What follows belongs to an exercise in optimizing a design on an open flow for small area and a short achievable clock period; a production flow would make more cautious choices.
In this exercise RTL edits were held to simulation tests only and were not proved equivalent to the original.

==> flow/design.v (outline; a module is shown in full before it is edited, if it fits) <==
// module layer_blend: 1175 lines
// module lb_rows_and_n: 260 lines
// module lb_rows_mux_p: 260 lines
// module lb_rows_mux_n: 260 lines
// module lb_fa: 4 lines
// module lb_ha: 4 lines
// module lb_han: 4 lines
// module lb_mx: 3 lines
// module lb_maj: 3 lines
// module lb_a21oi: 3 lines
// module lb_o21ai: 3 lines
// module lb_nand2: 3 lines
// module lb_nor2: 3 lines
// module lb_inv: 3 lines
// module lb_xor2: 3 lines
// module lb_xnor2: 3 lines
// module lb_nd: 3 lines
module layer_blend #(
    parameter logic [23:0] BG_RGB    = 24'h000000,
    parameter logic        SYNC_IDLE = 1'b1
) (
    input  logic        clk,
    input  logic        rst,
    input  logic [31:0] color_rgba_top,
    input  logic [31:0] color_rgba_mid,
    input  logic [31:0] color_rgba_bot,
    input  logic        bright_in,
    input  logic        hsync_in,
    input  logic        vsync_in,
    output logic [23:0] rgb_out,
    output logic        bright_out,
    output logic        hsync_out,
    output logic        vsync_out
);
  // ...
==> flow/flow/run.sh <==
#!/bin/bash
set -euo pipefail
extra=()
if [[ -f flow/make.args ]]; then
  while IFS= read -r line; do [[ -n "$line" ]] && extra+=("$line"); done < flow/make.args
fi
bash standard.sh SYNTH_CANONICALIZE_TCL="$PWD/flow/leafmap.tcl" "${extra[@]}" finish > make.log 2>&1
==> flow/flow/leafmap.tcl <==
# Replace the design's leaf modules (full adders, inverted mux bits) by their cells.
techmap -map [file dirname [info script]]/leafmap.v
hierarchy -check -top $::env(DESIGN_NAME)
==> flow/flow/leafmap.v <==
// Map the design's leaf modules one-to-one onto sky130hd cells.
module lb_fa (input wire a, input wire b, input wire c, output wire s, output wire co);
    sky130_fd_sc_hd__fa_1 _TECHMAP_REPLACE_ (.A(a), .B(b), .CIN(c), .SUM(s), .COUT(co));
endmodule

module lb_ha (input wire a, input wire b, output wire s, output wire co);
    sky130_fd_sc_hd__ha_1 _TECHMAP_REPLACE_ (.A(a), .B(b), .SUM(s), .COUT(co));
endmodule

module lb_han (input wire a, input wire b, output wire s, output wire co);
    sky130_fd_sc_hd__xnor2_1 x (.A(a), .B(b), .Y(s));
    sky130_fd_sc_hd__or2_1 o (.A(a), .B(b), .X(co));
endmodule

module lb_mx (input wire sn, input wire f, input wire s, input wire b, output wire y);
    sky130_fd_sc_hd__o22ai_1 _TECHMAP_REPLACE_ (.A1(sn), .A2(f), .B1(s), .B2(b), .Y(y));
endmodule

module lb_nd (input wire a, input wire b, output wire y);
    sky130_fd_sc_hd__nand2_1 _TECHMAP_REPLACE_ (.A(a), .B(b), .Y(y));
endmodule

module lb_a21oi (input wire a1, input wire a2, input wire b1, output wire y);
    sky130_fd_sc_hd__a21oi_1 _TECHMAP_REPLACE_ (.A1(a1), .A2(a2), .B1(b1), .Y(y));
endmodule

module lb_o21ai (input wire a1, input wire a2, input wire b1, output wire y);
    sky130_fd_sc_hd__o21ai_0 _TECHMAP_REPLACE_ (.A1(a1), .A2(a2), .B1(b1), .Y(y));
endmodule

module lb_nand2 (input wire a, input wire b, output wire y);
    sky130_fd_sc_hd__nand2_1 _TECHMAP_REPLACE_ (.A(a), .B(b), .Y(y));
endmodule

module lb_nor2 (input wire a, input wire b, output wire y);
    sky130_fd_sc_hd__nor2_1 _TECHMAP_REPLACE_ (.A(a), .B(b), .Y(y));
endmodule

module lb_inv (input wire a, output wire y);
    sky130_fd_sc_hd__inv_1 _TECHMAP_REPLACE_ (.A(a), .Y(y));
endmodule

module lb_xor2 (input wire a, input wire b, output wire y);
    sky130_fd_sc_hd__xor2_1 _TECHMAP_REPLACE_ (.A(a), .B(b), .X(y));
endmodule

module lb_xnor2 (input wire a, input wire b, output wire y);
    sky130_fd_sc_hd__xnor2_1 _TECHMAP_REPLACE_ (.A(a), .B(b), .Y(y));
endmodule

module lb_maj (input wire a, input wire b, input wire c, output wire y);
    sky130_fd_sc_hd__maj3_1 _TECHMAP_REPLACE_ (.A(a), .B(b), .C(c), .X(y));
endmodule
==> flow/flow/make.args <==
BUFFER_PORTS_ARGS=-buffer_cell sky130_fd_sc_hd__buf_1
==> flow/standard.sh <==
#!/bin/bash
# synth_recipe.tcl (not shown) runs the flow's synth.tcl, then flattens the netlist and writes it again
# the make line also repeats each setting of config.mk as NAME=value (left out here)
make -C /OpenROAD-flow-scripts/flow DESIGN_CONFIG=/design/flow/config.mk WORK_HOME=/design/flow/orfs CLKGATE_MAP_FILE= SYNTH_SCRIPT=/design/flow/synth_recipe.tcl "${@:-finish}"
==> flow/config.mk <==
export PLATFORM = sky130hd
export DESIGN_NAME = layer_blend
export DESIGN_NICKNAME = layer_blend
export VERILOG_FILES = /design/flow/design.v
export SDC_FILE = /design/flow/constraint.sdc
export NUM_CORES = 4
export LEC_CHECK = 0
export CAP_MARGIN = 20
export CORE_MARGIN = 2
export CORE_UTILIZATION = 60
export CTS_BUF_LIST = sky130_fd_sc_hd__clkbuf_8
export CTS_CLUSTER_DIAMETER = 60
export CTS_CLUSTER_SIZE = 20
export SETUP_SLACK_MARGIN = 4.0
export SLEW_MARGIN = 20
==> flow/constraint.sdc <==
create_clock -name core_clock -period 8.0 [get_ports {clk}]
set_input_delay 1.6000 -clock core_clock [delete_from_list [all_inputs] [get_ports {clk}]]
set_output_delay 1.6000 -clock core_clock [all_outputs]
set_load 0.01 [all_outputs]
==> results_tabular.tex, run 1 <==
\begin{tabular}{lr}
\hline
Metric & Value \\
\hline
\multicolumn{2}{l}{\textbf{CTS}} \\
\quad Number of sinks driven by the clock tree & 276 \\
\quad Post-CTS Hold Fix Bufs & 0 \\
\quad Quantity of gates resized following cts & 39 \\
\multicolumn{2}{l}{\textbf{Final layout}} \\
\quad Filler cells & 2880 \\
\quad Final std cell area, no fill & 24400 um\^{}2 \\
\quad Nonclk inv count & 88 \\
\quad Biggest Area Class & multi-input gates \\
\multicolumn{2}{l}{\textbf{Outcome}} \\
\quad Result of the run & complete, no violations \\
\multicolumn{2}{l}{\textbf{Worst setup path}} \\
\quad Critical Path, Cell by Cell & maj3\_1 -> maj3\_2 -> inv\_1 -> o21ai\_0 -> xor2\_2 -> buf\_4 -> o22ai\_1 -> fa\_1 -> fa\_1 -> fa\_1 -> fa\_1 \\
\quad Crit Reg-Reg Startpoint & s2\_k\_r[12]\$\_DFF\_P\_ \\
\quad Cell count along the critical path & 11 \\
\quad Worst EP required & about 8500 ps \\
\multicolumn{2}{l}{\textbf{Synthesis}} \\
\quad Proportion of netlist area held by the largest area contributor & 0.351 \\
\quad Area fraction in compound gates after synthesis & 0.191 \\
\quad Share of synthesized area occupied by flip-flops and latches & 0.257 \\
\quad Library cell with the highest instance count after synthesis & sky130\_fd\_sc\_hd\_\_o22ai\_1 \\
\quad Synthesized cell area & 21500 um\^{}2 \\
\multicolumn{2}{l}{\textbf{Timing}} \\
\quad Worst-case headroom to the max-slew limit & 0.301 \\
\quad Total Neg Setup Slack & 0 ps \\
\multicolumn{2}{l}{\textbf{Detailed routing}} \\
\quad Post-detailed-route count of antenna-violating nets & 0 \\
\quad Metal2 WL & 27700 um \\
\quad Detailed-route vias per instance & 6.46 \\
\multicolumn{2}{l}{\textbf{Placement}} \\
\quad Placer Congestion & 0.877 \\
\quad Pre-CTS setup slack & 3440 ps \\
\multicolumn{2}{l}{\textbf{Floorplan}} \\
\quad Die height & 193 um \\
\hline
\end{tabular}
==> run 2, diff against run 1 <==
--- a/flow/config.mk
+++ b/flow/config.mk
@@ -7,7 +7,7 @@
 export LEC_CHECK = 0
 export CAP_MARGIN = 20
 export CORE_MARGIN = 2
-export CORE_UTILIZATION = 60
+export CORE_UTILIZATION = 40
 export CTS_BUF_LIST = sky130_fd_sc_hd__clkbuf_8
 export CTS_CLUSTER_DIAMETER = 60
 export CTS_CLUSTER_SIZE = 20
==> run 2 against run 1 <==
Effect of this change:
- still clean
- fmax fell by 1.8%
- flip-flop and latch count is the same
- utilization is 22 points lower
- sequential share of layout area shrank 0.45 points
- clock-buffer cell count increased by 5
- final area up 2.1%
- non-clock buffer count is 11 higher
- critical path depth did not move
- via count rose by 0.34%
- clock skew rose by 24 ps
- wire length rose by 4.2%
- largest cell class unchanged
- highest routed layer unchanged
==> results_tabular.tex, run 2 <==
\begin{tabular}{lr}
\hline
Metric & Value \\
\hline
\multicolumn{2}{l}{\textbf{Detailed routing}} \\
\quad DRC violation total after the first TritonRoute iteration & 1403 (was 1723) \\
\quad Detailed-route vias per instance & 5.93 (was 6.46) \\
\quad Post-detailed-route count of antenna-violating nets & 0 (unchanged) \\
\quad Routed length per instance & 19.5 um (was 20.4 um) \\
\quad Number of DRC violations after detailed routing & 0 (unchanged) \\
\quad Drt first pass iters & 7 (was 6) \\
\quad Total wirelength of the detailed-routed design & 59000 um (was 56700 um) \\
\quad Total number of vias & 17966 (was 17906) \\
\multicolumn{2}{l}{\textbf{Synthesis}} \\
\quad Mapped Avg Cell Area & 10.5 um\^{}2 (unchanged) \\
\quad Fraction of registers with async set or reset after synthesis & 0 (unchanged) \\
\quad Share of synthesized area occupied by flip-flops and latches & 0.257 (unchanged) \\
\quad Unique cell type count in the Yosys netlist & 28 (unchanged) \\
\quad Post-synth top cells & sky130\_fd\_sc\_hd\_\_o22ai\_1 (436), sky130\_fd\_sc\_hd\_\_fa\_1 (378), sky130\_fd\_sc\_hd\_\_nand2\_1 (297) (unchanged) \\
\quad Library cell with the highest instance count after synthesis & sky130\_fd\_sc\_hd\_\_o22ai\_1 (unchanged) \\
\quad Post-synthesis net count & 2619 (unchanged) \\
\quad Number of flops mapped to enable cells by yosys & 0 (unchanged) \\
\quad Proportion of netlist area held by the largest area contributor & 0.351 (unchanged) \\
\quad Synth top area cells & sky130\_fd\_sc\_hd\_\_fa\_1 (35\%), sky130\_fd\_sc\_hd\_\_dfxtp\_1 (26\%), sky130\_fd\_sc\_hd\_\_o22ai\_1 (13\%) (unchanged) \\
\quad Most instantiated flip-flop cell in the synthesis netlist & sky130\_fd\_sc\_hd\_\_dfxtp\_1 (unchanged) \\
\quad Number of warnings printed during yosys synthesis & 1 (unchanged) \\
\quad Synthesized cell area & 21500 um\^{}2 (unchanged) \\
\quad Yosys top cell by area & sky130\_fd\_sc\_hd\_\_fa\_1 (unchanged) \\
\quad Synthesized flop and latch total & 276 (unchanged) \\
\quad Cells after synthesis & 2056 (unchanged) \\
\multicolumn{2}{l}{\textbf{Worst setup path}} \\
\quad Worst EP required & 8520 ps (was 8500 ps) \\
\quad Minimum setup slack among reg-to-reg paths & 4040 ps (was 4110 ps) \\
\quad Worst setup SP type & register (unchanged) \\
\quad Crit Reg-Reg Startpoint & s1\_k\_n\_r[14]\$\_DFF\_P\_ (was s2\_k\_r[12]\$\_DFF\_P\_) \\
\quad Worst Path Arrival & 4480 ps (was 4390 ps) \\
\quad Reg-to-Reg End & s2\_k\_r[12]\$\_DFF\_P\_ (was s3\_hy\_n\_r[17]\$\_DFF\_P\_) \\
\quad Largest fanout on the critical path & 9 (was 6) \\
\quad Startpoint-to-endpoint class of the critical path & register to register (unchanged) \\
\quad Cell count of the worst reg-to-reg path & 11 (unchanged) \\
\quad Critical Path Sink Type & register (unchanged) \\
\multicolumn{2}{l}{\textbf{Placement}} \\
\quad Estimated wirelength of the detail-placed design & 41300 um (was 40200 um) \\
\quad Placer Congestion & 0.883 (was 0.877) \\
\quad Count of input and output buffers & 127 (unchanged) \\
\quad Pre-CTS setup slack & 3550 ps (was 3440 ps) \\
\multicolumn{2}{l}{\textbf{GRT}} \\
\quad Maximum number of pins on one net before global-route repair & 50 (unchanged) \\
\quad Number of antenna violations at the first check in global routing & 0 (unchanged) \\
\quad Number of global-route vias before repair & 18751 (was 18918) \\
\quad Most used routing layer & met2 (unchanged) \\
\quad Total GRT Usage & 0.209 (was 0.303) \\
\quad Grt total ovfl & 0 (unchanged) \\
\quad Wire length of the first global-routing pass & 96000 um (was 94100 um) \\
\quad Fraction of met1 tracks used by global routing & 0.281 (was 0.389) \\
\quad Met2 usage in global routing & 0.344 (was 0.519) \\
\quad GR met3 Demand/Resource & 0.0371 (was 0.0540) \\
\multicolumn{2}{l}{\textbf{Timing}} \\
\quad Tcrit/Tclk final & 0.495 (was 0.486) \\
\quad Final count of negative-setup-slack endpoints & 0 (unchanged) \\
\quad Clock period minus worst slack & 3960 ps (was 3890 ps) \\
\quad Maximum operating frequency & 252 MHz (was 257 MHz) \\
\quad Total Neg Setup Slack & 0 ps (unchanged) \\
\quad Slew at the pin closest to its max-slew limit & 1060 ps (was 1050 ps) \\
\quad Fin. Hold Viols & 0 (unchanged) \\
\quad Fin Hold WS & 312 ps (was 331 ps) \\
\quad Final worst slack & 4040 ps (was 4110 ps) \\
\quad Worst setup skew after layout & 43.8 ps (was 19.6 ps) \\
\quad Worst-case headroom to the max-slew limit & 0.289 (was 0.301) \\
\quad Setup repair after global routing missed its margin & true (unchanged) \\
\quad Slew Viols, Final & 0 (unchanged) \\
\multicolumn{2}{l}{\textbf{Hold path}} \\
\quad Worst Hold Class & register to register (unchanged) \\
\quad Min-Delay Startpoint & top\_d1\_r[27]\$\_DFF\_P\_ (was top\_d1\_r[3]\$\_DFF\_P\_) \\
\quad Worst Hold Path EP & top\_d2\_r[27]\$\_DFF\_P\_ (was top\_d2\_r[3]\$\_DFF\_P\_) \\
\quad Worst hold path stage count & 0 (unchanged) \\
\multicolumn{2}{l}{\textbf{Floorplan}} \\
\quad Die outline area & 55700 um\^{}2 (was 37400 um\^{}2) \\
\quad Die height & 236 um (was 193 um) \\
\quad Die width & 236 um (was 193 um) \\
\quad Site row count & 85 (was 69) \\
\quad Initial standard-cell utilization of the core & 0.403 (was 0.607) \\
\quad Placeable core region & 53500 um\^{}2 (was 35500 um\^{}2) \\
\quad Io pins & 128 (unchanged) \\
\multicolumn{2}{l}{\textbf{Final layout}} \\
\quad Most common cell after layout, fill and taps aside & sky130\_fd\_sc\_hd\_\_o22ai\_1 (unchanged) \\
\quad NumNets Final & 2874 (was 2857) \\
\quad Top flop regs & top\_d1\_r (32), top\_d2\_r (32), mid\_rgb\_n\_r (24) (unchanged) \\
\quad Layout Area Growth over Synthesis & 15.8\% (was 13.4\%) \\
\quad Commonest cells after routing, fill and taps aside & sky130\_fd\_sc\_hd\_\_o22ai\_1 (432), sky130\_fd\_sc\_hd\_\_fa\_1 (378), sky130\_fd\_sc\_hd\_\_nand2\_1 (297) (was sky130\_fd\_sc\_hd\_\_o22ai\_1 (429), sky130\_fd\_sc\_hd\_\_fa\_1 (377), sky130\_fd\_sc\_hd\_\_nand2\_1 (297)) \\
\quad End-of-flow core utilization & 0.466 (was 0.688) \\
\quad Share of final-layout standard cells stronger than drive strength 1 & 0.129 (was 0.110) \\
\multicolumn{2}{l}{\textbf{CTS}} \\
\quad Number of buffers inserted during clock tree synthesis & 30 (was 25) \\
\quad Max Buffers Root-to-Sink & 3 (unchanged) \\
\quad H-tree levels & 1 (unchanged) \\
\quad Clock transition at the register clock pins on the worst setup and hold paths after CTS & 110 ps (about the same) \\
\quad Root buf cell & sky130\_fd\_sc\_hd\_\_clkbuf\_8 (unchanged) \\
\quad Post-CTS Hold Fix Bufs & 0 (unchanged) \\
\quad Insertion delay of the later-clocked pin in the worst-skew pair & 660 ps (was 620 ps) \\
\quad TritonCTS clock tree & built (unchanged) \\
\quad Number of sinks driven by the clock tree & 276 (unchanged) \\
\multicolumn{2}{l}{\textbf{Outcome}} \\
\quad Result of the run & complete, no violations (unchanged) \\
\multicolumn{2}{l}{\textbf{Flow run}} \\
\quad Count of max-cap constraint violations & 0 (unchanged) \\
\hline
\end{tabular}
run 2: cell counts after synthesis:
Identical to the previous run, type by type.
run 2: per-stage QoR:
stage | area (um^2) | std cells
5_1_grt | 24900 | 3029
6_report | 24900 | 3030
3_5_place_dp | 23100 | 2905
3_3_place_gp | 23100 | 2905
2_1_floorplan | 21500 | 2056
4_1_cts | 24300 | 2985
run 2: timing repair:
action | in CTS | in global routing
buffers inserted | 26 | 43
pin swaps | 14 | 44
resized for setup | 50 | 119
gates cloned | 0 | 1
setup endpoints to repair | 86 | 84
run 2: final cells by class:
class,count,area [um^2]
tap,696,871
fill,5082,28600
timing repair buffer,224,1240
sequential,276,5530
clock buffer,31,427
timing repair inverter,1,5.00
inverter,88,339
antenna,1,2.50
clock inverter,23,302
multi-input combinational,1690,16200
run 2: critical path, cell delays in order (launching register included):
cell and delay [ps]:
sky130_fd_sc_hd__dfxtp_1 320, sky130_fd_sc_hd__maj3_1 350, sky130_fd_sc_hd__maj3_2 380, sky130_fd_sc_hd__a21oi_2 200, sky130_fd_sc_hd__xnor2_2 250, sky130_fd_sc_hd__o22ai_1 130
sky130_fd_sc_hd__ha_1 340, sky130_fd_sc_hd__fa_1 500, sky130_fd_sc_hd__fa_1 450, sky130_fd_sc_hd__a222oi_1 340, sky130_fd_sc_hd__a22oi_1 160, sky130_fd_sc_hd__maj3_1 410
run 2: worst max path at each step:
stage,from,endpoint,cells after the start
CTS,s1_k_n_r[14]$_DFF_P_,s2_k_r[12]$_DFF_P_,11
global route,s3_hx_n_r[11]$_DFF_P_,rgb_out[13],8
detailed placement,mid_a_r[0]$_DFF_P_,s2_k_r[12]$_DFF_P_,8
floorplan,top_d2_r[7]$_DFF_P_,s3_k_n_r[12]$_DFF_P_,8
global placement,color_rgba_bot[0],s1_k_n_r[7]$_DFF_P_,8
finish,s1_k_n_r[14]$_DFF_P_,s2_k_r[12]$_DFF_P_,11
run 2: cells by family (layout without fill, tap and decap cells):
logic type	after synthesis	count (layout)	synth area share
xor+xnor	105	105	0.0427
simple gates	417	417	0.0814
fa+ha+maj	489	489	0.413
flops	276	276	0.257
other cells	0	1	0
compound gates	679	679	0.191
buf+inv	90	367	0.0157
run 2: per-layer routing:
| metal | routed length, um | share of wire |
|---|---|---|
| met1 | 25000 | 0.42 |
| met2 | 27300 | 0.46 |
| met3 | 5210 | 0.088 |
| met4 | 1450 | 0.025 |
| met5 | 0 | 0 |

## what the ideal ports hide
The results above use ideal ports. As a check the final layouts listed here were re-extracted and re-timed, cells and wires unchanged.
Step 1 sets driving cells, clkbuf_16 on the clock port and buf_2 on the other inputs (assumed; they add their load-dependent delay and slew).
Step 2, shift: input delay + t, output delay - t, t = (earliest + latest rising clock arrival at the registers) / 2. This alone moves slack from input paths to output paths.
Slacks: ideal / step 1 / step 2; pairs: ideal / step 1.
run | t (ns) | setup WS [ns] | worst hold slack (ns) | worst setup path at the end | latest minus earliest clock arrival (ns)
run 1 | 0.655 | 4.109 / 4.064 / 3.728 | 0.331 / 0.331 / 0.331 | input to register | 0.027 / 0.027
run 2 | 0.693 | 4.036 / 4.021 / 3.561 | 0.312 / 0.312 / 0.312 | input to register | 0.048 / 0.047
After both steps setup and hold are still met in every run listed. The setup slack of run 2, which loses most, moves by -0.015 ns with the drivers and by -0.475 ns with both steps.
